This is an optimization exercise on Yosys and OpenROAD, whose aim is small area, not a production implementation. Only simulation tests tie the RTL to the original design; equivalence was not proved. The flow treats the clock pin as an ideal source, which a real chip does not have. Power figures rest on the tool's default switching activity, not on a simulated workload.

== oak ==
Design alu_seq, start of the top module:
module alu_seq
#(
  parameter int XLEN = 64
) (
  input  logic            clk,
  input  logic            rst_n,
  input  logic            in_valid,
  output logic            in_ready,
  input  logic [diablo_alu_pkg::ALU_OP_W-1:0] in_op,
  input  logic [XLEN-1:0] in_a,
  input  logic [XLEN-1:0] in_b,
  output logic            out_valid,
  input  logic            out_ready,
  output logic [XLEN-1:0] out_result,
  output logic            out_err
);
Size: ~650 cells after synthesis, about 150 flip-flops, ~8300 um^2 of cells after synthesis.
==> flow/config.mk <==
export PLATFORM = sky130hd
export DESIGN_NAME = alu_seq
export DESIGN_NICKNAME = alu_seq
export VERILOG_FILES = /design/flow/design.v
export SDC_FILE = /design/flow/constraint.sdc
export NUM_CORES = 4
export LEC_CHECK = 0
export CAP_MARGIN = 20
export CORE_MARGIN = 2
export CORE_UTILIZATION = 40
export SLEW_MARGIN = 20
export SYNTH_HIERARCHICAL = 1
==> flow/constraint.sdc <==
create_clock -name core_clock -period 10.0 [get_ports {clk}]
set_input_delay 2.0000 -clock core_clock [delete_from_list [all_inputs] [get_ports {clk}]]
set_output_delay 2.0000 -clock core_clock [all_outputs]
set_load 0.01 [all_outputs]
standard.sh (not shown) runs the stock make flow with config.mk's settings and CLKGATE_MAP_FILE= SYNTH_SCRIPT=/design/flow/synth_recipe.tcl, a recipe that flattens the netlist after the stock synthesis.
==> flow/flow/run.sh <==
#!/bin/bash
# Layout of alu_seq: the standard flow (standard.sh, all steps unchanged) with two choices
# made through ORFS's own variables:
#  - BUFFER_PORTS_ARGS: the buffer that global placement puts on every input and output port is
#    the smallest buffer cell, sky130_fd_sc_hd__buf_1, in place of the flow's default choice;
#  - CTS_ARGS: clock tree synthesis builds its (balanced H-)tree from clkbuf_4/clkbuf_8 without
#    dummy loads.
# Each tool's output is kept in a log of its own: standard.log here, and ORFS's per-step logs
# under orfs/logs.
set -euo pipefail
export BUFFER_PORTS_ARGS="-buffer_cell sky130_fd_sc_hd__buf_1"
export CTS_ARGS="-sink_clustering_enable -repair_clock_nets -dont_use_dummy_load -buf_list {sky130_fd_sc_hd__clkbuf_4 sky130_fd_sc_hd__clkbuf_8} -root_buf sky130_fd_sc_hd__clkbuf_4 -sink_clustering_size 12 -sink_clustering_max_diameter 60"
bash standard.sh > standard.log 2>&1
Relative to oak, the following input files were edited for pine:
==> flow/flow/run.sh <==
#!/bin/bash
# Layout of alu_seq: the standard flow (standard.sh, all steps unchanged) with two choices
# made through ORFS's own variables:
#  - BUFFER_PORTS_ARGS: the buffer that global placement puts on every input and output port is
#    the smallest buffer cell, sky130_fd_sc_hd__buf_1, in place of the flow's default choice;
#  - CTS_ARGS: clock tree synthesis builds its (balanced H-)tree from clkbuf_4 under a clkbuf_8
#    root, without
#    dummy loads.
# Each tool's output is kept in a log of its own: standard.log here, and ORFS's per-step logs
# under orfs/logs.
set -euo pipefail
export BUFFER_PORTS_ARGS="-buffer_cell sky130_fd_sc_hd__buf_1"
export CTS_ARGS="-sink_clustering_enable -repair_clock_nets -dont_use_dummy_load -buf_list {sky130_fd_sc_hd__clkbuf_4 sky130_fd_sc_hd__clkbuf_8} -root_buf sky130_fd_sc_hd__clkbuf_8 -tree_buf sky130_fd_sc_hd__clkbuf_4 -sink_clustering_size 8 -sink_clustering_max_diameter 40"
bash standard.sh > standard.log 2>&1
### Flow results
Looking at fraction of area in multi-input gates, pine sits 0.51 points higher than oak does.
Comparing oak and pine, clock tree skew after final layout is lower on oak.
pine — number of inserted diodes 2 lower, oak as reference
Changes observed in pine relative to oak: number of rows created at floorplan level, final worst slack +0.042 ns, power fell 3.3%, number of global-route vias before repair neither gained nor lost much.
Final non-filler cell area sits lower in pine than in oak.
In pine the number of optimization iterations in the first detailed-route pass turned out 1 lower than in oak.
The non-clock buffer contribution to total cell area was comparable across oak and pine.
[inputs] birch vs pine
- putting ABC_AREA at 1 where nothing was set
==> flow/flow/run.sh <==
#!/bin/bash
# Layout of alu_seq: the standard flow (standard.sh, all steps unchanged) with two choices
# made through ORFS's own variables:
#  - BUFFER_PORTS_ARGS: the buffer that global placement puts on every input and output port is
#    the smallest buffer cell, sky130_fd_sc_hd__buf_1, in place of the flow's default choice;
#  - CTS_ARGS: clock tree synthesis builds its (balanced H-)tree from clkbuf_4/clkbuf_8 without
#    dummy loads.
# Each tool's output is kept in a log of its own: standard.log here, and ORFS's per-step logs
# under orfs/logs.
set -euo pipefail
export BUFFER_PORTS_ARGS="-buffer_cell sky130_fd_sc_hd__buf_1"
export CTS_ARGS="-sink_clustering_enable -repair_clock_nets -dont_use_dummy_load -buf_list {sky130_fd_sc_hd__clkbuf_4 sky130_fd_sc_hd__clkbuf_8} -root_buf sky130_fd_sc_hd__clkbuf_8 -sink_clustering_size 12 -sink_clustering_max_diameter 60"
bash standard.sh > standard.log 2>&1
Results
Going from pine to birch, die footprint grew by a few percent. Changes observed in birch relative to pine: worst-case clock skew barely changed, count of multi-input gates moved up, area after synthesis up about 3.2%. Against pine, switching power in birch rose by a few percent. birch reports its most used routing layer in global routing as met1 while pine reports met2. birch against pine; floorplan die width is up slightly. Taking pine as the reference, in birch first-pass GRT wire length saw a decrease, clock power saw an increase.
The inputs of maple differ from those of birch as listed below.
- removing ABC_AREA (formerly 1)
[compare] base=birch new=maple: number of buffers and inverters on the critical path has decreased, internal power component has increased, met1 usage has decreased.
Via count of the first global-routing pass: maple and birch compared, higher one is birch
maple ended up with met2 as its busiest layer in global routing; birch ended up with met1.
Per the comparison of maple with birch, number of nets in the final layout fell 240; sequential power share climbed 1.4 points; total power saw little to no change.
Relative to maple, the following input files were edited for cedar:
==> flow/flow/run.sh <==
#!/bin/bash
# Layout of alu_seq: the standard flow (standard.sh, all steps unchanged) with two choices
# made through ORFS's own variables:
#  - BUFFER_PORTS_ARGS: the buffer that global placement puts on every input and output port is
#    the smallest buffer cell, sky130_fd_sc_hd__buf_1, in place of the flow's default choice;
#  - CTS_ARGS: clock tree synthesis builds its (balanced H-)tree from clkbuf_4 under a clkbuf_8
#    root, without
#    dummy loads.
# Each tool's output is kept in a log of its own: standard.log here, and ORFS's per-step logs
# under orfs/logs.
set -euo pipefail
export BUFFER_PORTS_ARGS="-buffer_cell sky130_fd_sc_hd__buf_1"
export CTS_ARGS="-sink_clustering_enable -repair_clock_nets -dont_use_dummy_load -buf_list {sky130_fd_sc_hd__clkbuf_4 sky130_fd_sc_hd__clkbuf_8} -root_buf sky130_fd_sc_hd__clkbuf_16 -tree_buf sky130_fd_sc_hd__clkbuf_4 -sink_clustering_size 12 -sink_clustering_max_diameter 60"
bash standard.sh > standard.log 2>&1
Notes after the runs:
- cedar vs maple on worst endpoint required time: cedar is the lower one.
- cedar consumes less power than maple does.
- cedar: area growth from synthesis to final layout lower than maple
- Total number of cells along the worst setup path in cedar is 1 lower than in maple
- cedar against maple: clock power now sits lower; synthesized flop and latch total now sits at about the same level.
- Cell with the biggest individual delay on the critical path: edfxtp_1 -> cedar, fa_1 -> maple
- Wire length: cedar vs maple, no meaningful difference
- maple and cedar ended up with nearly the same final cell count.
- When the final numbers for maple and cedar were put side by side, the share of cell area taken by flip-flops and latches turned out to be greater in cedar.
- As far as portion of the post-synthesis area used by sequential elements goes, cedar and maple are indistinguishable; the numbers are identical.

* * *

Setup of juniper:
Another version of the RTL of alu_seq (not shown whole).
Size in the first run: ~660 cells after synthesis, roughly 150 flip-flops, ~8400 µm² of cells after synthesis.
// alu_seq
module alu_seq
#(
  parameter int XLEN = 64
) (
  input  logic            clk,
  input  logic            rst_n,
  input  logic            in_valid,
  output logic            in_ready,
  input  logic [diablo_alu_pkg::ALU_OP_W-1:0] in_op,
  input  logic [XLEN-1:0] in_a,
  input  logic [XLEN-1:0] in_b,
  output logic            out_valid,
  input  logic            out_ready,
  output logic [XLEN-1:0] out_result,
  output logic            out_err
);
  localparam int SHW = $clog2(XLEN);
  localparam logic [1:0] S_PRE = 2'd0, S_P0 = 2'd1, S_P1 = 2'd2, S_P2 = 2'd3;
  logic            r_ov;
  logic [1:0]      r_st;
  logic [SHW-1:0]  r_k;
  logic            r_abit;
  logic            r_lt;
  logic            r_pbit;
  logic [XLEN-1:0] r_acc;
  logic [XLEN-1:0] r_q;
  logic            r_psgn;
  logic            r_f1;
  logic            r_f2;
  logic [3:0]      r_op;
  logic            r_a63;
  logic            r_b63;
  diablo_alu_pkg::alu_op_e w_op;
  logic w_p0, w_p1, w_p2, w_first, w_lastk, w_last, w_done;
  ...
export LEC_CHECK = 0
export CAP_MARGIN = 20
export CORE_MARGIN = 2
export CORE_UTILIZATION = 75
export SLEW_MARGIN = 20
export SYNTH_HIERARCHICAL = 1
create_clock -name core_clock -period 10.0 [get_ports {clk}]
==> flow/flow/run.sh <==
#!/bin/bash
# Layout of alu_seq: the standard flow (standard.sh, all steps unchanged), with the port
# buffers that global placement inserts on every input and output made of the smallest buffer
# cell, sky130_fd_sc_hd__buf_1, in place of the flow's default choice. Each tool's output is kept
# in a log of its own here; ORFS also keeps per-step logs under orfs/logs.
set -euo pipefail
export BUFFER_PORTS_ARGS="-buffer_cell sky130_fd_sc_hd__buf_1"
export CTS_ARGS="-sink_clustering_enable -repair_clock_nets -dont_use_dummy_load -buf_list {sky130_fd_sc_hd__clkbuf_4 sky130_fd_sc_hd__clkbuf_8} -root_buf sky130_fd_sc_hd__clkbuf_8 -sink_clustering_size 12 -sink_clustering_max_diameter 60"
bash standard.sh > standard.log 2>&1
juniper finished every stage and its layout cleared the timing, DRC and antenna checks.
Modified inputs, willow compared to juniper
# juniper
export LEC_CHECK = 0
export CAP_MARGIN = 20
export CORE_MARGIN = 2
export CORE_UTILIZATION = 75
export SLEW_MARGIN = 20
export SYNTH_HIERARCHICAL = 1
create_clock -name core_clock -period 10.0 [get_ports {clk}]
# willow
export LEC_CHECK = 0
export CAP_MARGIN = 20
export CORE_MARGIN = 2
export CORE_UTILIZATION = 60
export SLEW_MARGIN = 20
export SYNTH_HIERARCHICAL = 1
create_clock -name core_clock -period 10.0 [get_ports {clk}]
Notes after the runs:
willow has maximum number of pins on one net before global-route repair below what juniper had. On tap cell count: between juniper and willow, it ends up lower for juniper. Diff juniper and willow: largest stage delay on the critical path higher in juniper.
Setup changes, willow to onyx
# willow
export LEC_CHECK = 0
export CAP_MARGIN = 20
export CORE_MARGIN = 2
export CORE_UTILIZATION = 60
export SLEW_MARGIN = 20
export SYNTH_HIERARCHICAL = 1
create_clock -name core_clock -period 10.0 [get_ports {clk}]
# onyx
export LEC_CHECK = 0
export CAP_MARGIN = 20
export CORE_MARGIN = 2
export CORE_UTILIZATION = 40
export SLEW_MARGIN = 20
export SYNTH_HIERARCHICAL = 1
create_clock -name core_clock -period 10.0 [get_ports {clk}]
-- flow/flow/run.sh --
<<< willow, line 7
export BUFFER_PORTS_ARGS="-buffer_cell sky130_fd_sc_hd__buf_1"
export CTS_ARGS="-sink_clustering_enable -repair_clock_nets -dont_use_dummy_load -buf_list {sky130_fd_sc_hd__clkbuf_4 sky130_fd_sc_hd__clkbuf_8} -root_buf sky130_fd_sc_hd__clkbuf_8 -sink_clustering_size 12 -sink_clustering_max_diameter 60"
bash standard.sh > standard.log 2>&1
>>> onyx, line 7
export BUFFER_PORTS_ARGS="-buffer_cell sky130_fd_sc_hd__buf_1"
export CTS_ARGS="-sink_clustering_enable -repair_clock_nets -dont_use_dummy_load -buf_list {sky130_fd_sc_hd__clkbuf_4 sky130_fd_sc_hd__clkbuf_8} -root_buf sky130_fd_sc_hd__clkbuf_8 -sink_clustering_size 12 -sink_clustering_max_diameter 60"
export PRE_CTS_TCL="$(pwd)/flow/cts_pre.tcl"
bash standard.sh > standard.log 2>&1
==> flow/flow/cts_pre.tcl (new file) <==
# Clock leaves for alu_seq, built before clock_tree_synthesis: the flip-flops are split into
# four groups by position (halves in x, then halves in y) and each group gets one
# sky130_fd_sc_hd__clkbuf_16 at its centre, driven by the clock net. TritonCTS then sees only
# the four leaf buffers on the clock net.
set db [ord::get_db]
set block [ord::get_db_block]
set clk [$block findNet clk]
set sinks {}
foreach it [$clk getITerms] {
  set inst [$it getInst]
  set box [$inst getBBox]
  set x [expr {([$box xMin] + [$box xMax]) / 2}]
  set y [expr {([$box yMin] + [$box yMax]) / 2}]
  lappend sinks [list $it $x $y]
}
puts "cts_pre: [llength $sinks] clock sinks"
set byx [lsort -integer -index 1 $sinks]
set half [expr {[llength $byx] / 2}]
set groups {}
foreach part [list [lrange $byx 0 [expr {$half - 1}]] [lrange $byx $half end]] {
  set byy [lsort -integer -index 2 $part]
  set h2 [expr {[llength $byy] / 2}]
  lappend groups [lrange $byy 0 [expr {$h2 - 1}]] [lrange $byy $h2 end]
}
set master [$db findMaster sky130_fd_sc_hd__clkbuf_16]
set n 0
foreach g $groups {
  set sx 0; set sy 0
  foreach s $g { incr sx [lindex $s 1]; incr sy [lindex $s 2] }
  set cx [expr {$sx / [llength $g]}]
  set cy [expr {$sy / [llength $g]}]
  set inst [odb::dbInst_create $block $master "clkleaf_$n"]
  set net [odb::dbNet_create $block "clkleaf_net_$n"]
  $net setSigType CLOCK
  foreach s $g {
    set it [lindex $s 0]
    $it disconnect
    $it connect $net
  }
  [$inst findITerm A] connect $clk
  [$inst findITerm X] connect $net
  $inst setLocation $cx $cy
  $inst setPlacementStatus PLACED
  puts "cts_pre: clkleaf_$n drives [llength $g] sinks at ($cx, $cy)"
  incr n
}
## What came out
Area of placed instances (higher): onyx. onyx against willow: via count of the first global-routing pass went down; global-route usage went down; synthesis-to-finish area growth went up; maximum cell stage delay along the critical path did not really move. onyx vs willow: vertical extent of the die up by more than 10%. Clock latency of the later-clocked register in the worst-skew pair for onyx is higher than for willow.
Input-level comparison between lagoon and onyx:
==> flow/flow/run.sh <==
#!/bin/bash
# Layout of alu_seq: the standard flow (standard.sh, all steps unchanged), with the port
# buffers that global placement inserts on every input and output made of the smallest buffer
# cell, sky130_fd_sc_hd__buf_1, in place of the flow's default choice. Each tool's output is kept
# in a log of its own here; ORFS also keeps per-step logs under orfs/logs.
set -euo pipefail
export BUFFER_PORTS_ARGS="-buffer_cell sky130_fd_sc_hd__buf_1"
export CTS_ARGS="-sink_clustering_enable -repair_clock_nets -dont_use_dummy_load -buf_list {sky130_fd_sc_hd__clkbuf_4 sky130_fd_sc_hd__clkbuf_8} -root_buf sky130_fd_sc_hd__clkbuf_8 -sink_clustering_size 12 -sink_clustering_max_diameter 60"
bash standard.sh > standard.log 2>&1
removed: flow/flow/cts_pre.tcl
## What came out
The power in lagoon is 0.936 times that in onyx.
As far as global-route met1 utilization is concerned, lagoon and onyx perform about the same.
From onyx to lagoon, core footprint did not move at all.
When lagoon is set beside onyx, its hold slack turns out to be 0.0031 ns larger.
From onyx to lagoon the numbers moved as follows: design area shrank by about 1.9%, combinational share of power grew by 2.2 points.
Relative to lagoon, the following input files were edited for yarrow:
==> flow/flow/run.sh <==
#!/bin/bash
# Layout of alu_seq: the standard flow (standard.sh, all steps unchanged), with the port
# buffers that global placement inserts on every input and output made of the smallest buffer
# cell, sky130_fd_sc_hd__buf_1, in place of the flow's default choice. Each tool's output is kept
# in a log of its own here; ORFS also keeps per-step logs under orfs/logs.
set -euo pipefail
export BUFFER_PORTS_ARGS="-buffer_cell sky130_fd_sc_hd__buf_1"
export CTS_ARGS="-sink_clustering_enable -repair_clock_nets -dont_use_dummy_load -buf_list {sky130_fd_sc_hd__clkbuf_4 sky130_fd_sc_hd__clkbuf_8} -root_buf sky130_fd_sc_hd__clkbuf_8 -sink_buffer_max_cap_derate 1.0 -sink_clustering_size 30 -sink_clustering_max_diameter 200"
bash standard.sh > standard.log 2>&1
Findings:
- Compared with lagoon, in yarrow portion of the clock cycle consumed by the worst path in the final layout has remained practically unchanged, via count has remained practically unchanged, quantity of I/O buffers inserted on ports has remained practically unchanged, count of nets after finishing has remained practically unchanged.
- Re sequential fraction of total cell area: no difference whatsoever between yarrow and lagoon.

[afterwards: timing with drivers on the ports]
No port has a modelled driver above. Below, the same layouts with a new extraction and two added sets of constraints. Step 1 assumes that a clkbuf_16 drives the clock port and a buf_2 every other input. Step 2 adds t to the input delays and takes it off the output delays; t is the mean of the earliest and latest rising clock arrival at the registers after step 1. Input paths then give back, and output paths get back, about the clock's delay inside the block. Three values: ideal, step 1, step 2; two values: the first two.
run | t, ns | slack for setup (ns) | worst setup path at the end
oak | 0.612 | 0.537 / 0.537 / 0.314 | input to register
pine | 0.446 | 0.580 / 0.580 / 0.310 | input to register
birch | 0.470 | 0.762 / 0.762 / 0.394 | input to register
maple | 0.474 | 0.537 / 0.537 / 0.307 | input to register
cedar | 0.402 | 0.583 / 0.583 / 0.310 | input to register
juniper | 0.487 | 0.163 / 0.163 / -0.138 | input to register
willow | 0.475 | 0.518 / 0.518 / 0.392 | input to register
onyx | 0.702 | 0.503 / 0.503 / 0.415 | input to register
lagoon | 0.458 | 0.484 / 0.484 / 0.378 | input to register
yarrow | 0.458 | 0.484 / 0.484 / 0.378 | input to register
With both steps, setup timing fails in juniper, where it was met with ideal ports. For birch, which loses most, drivers alone change the setup slack by 0.000 ns; drivers and shift together by -0.368 ns.
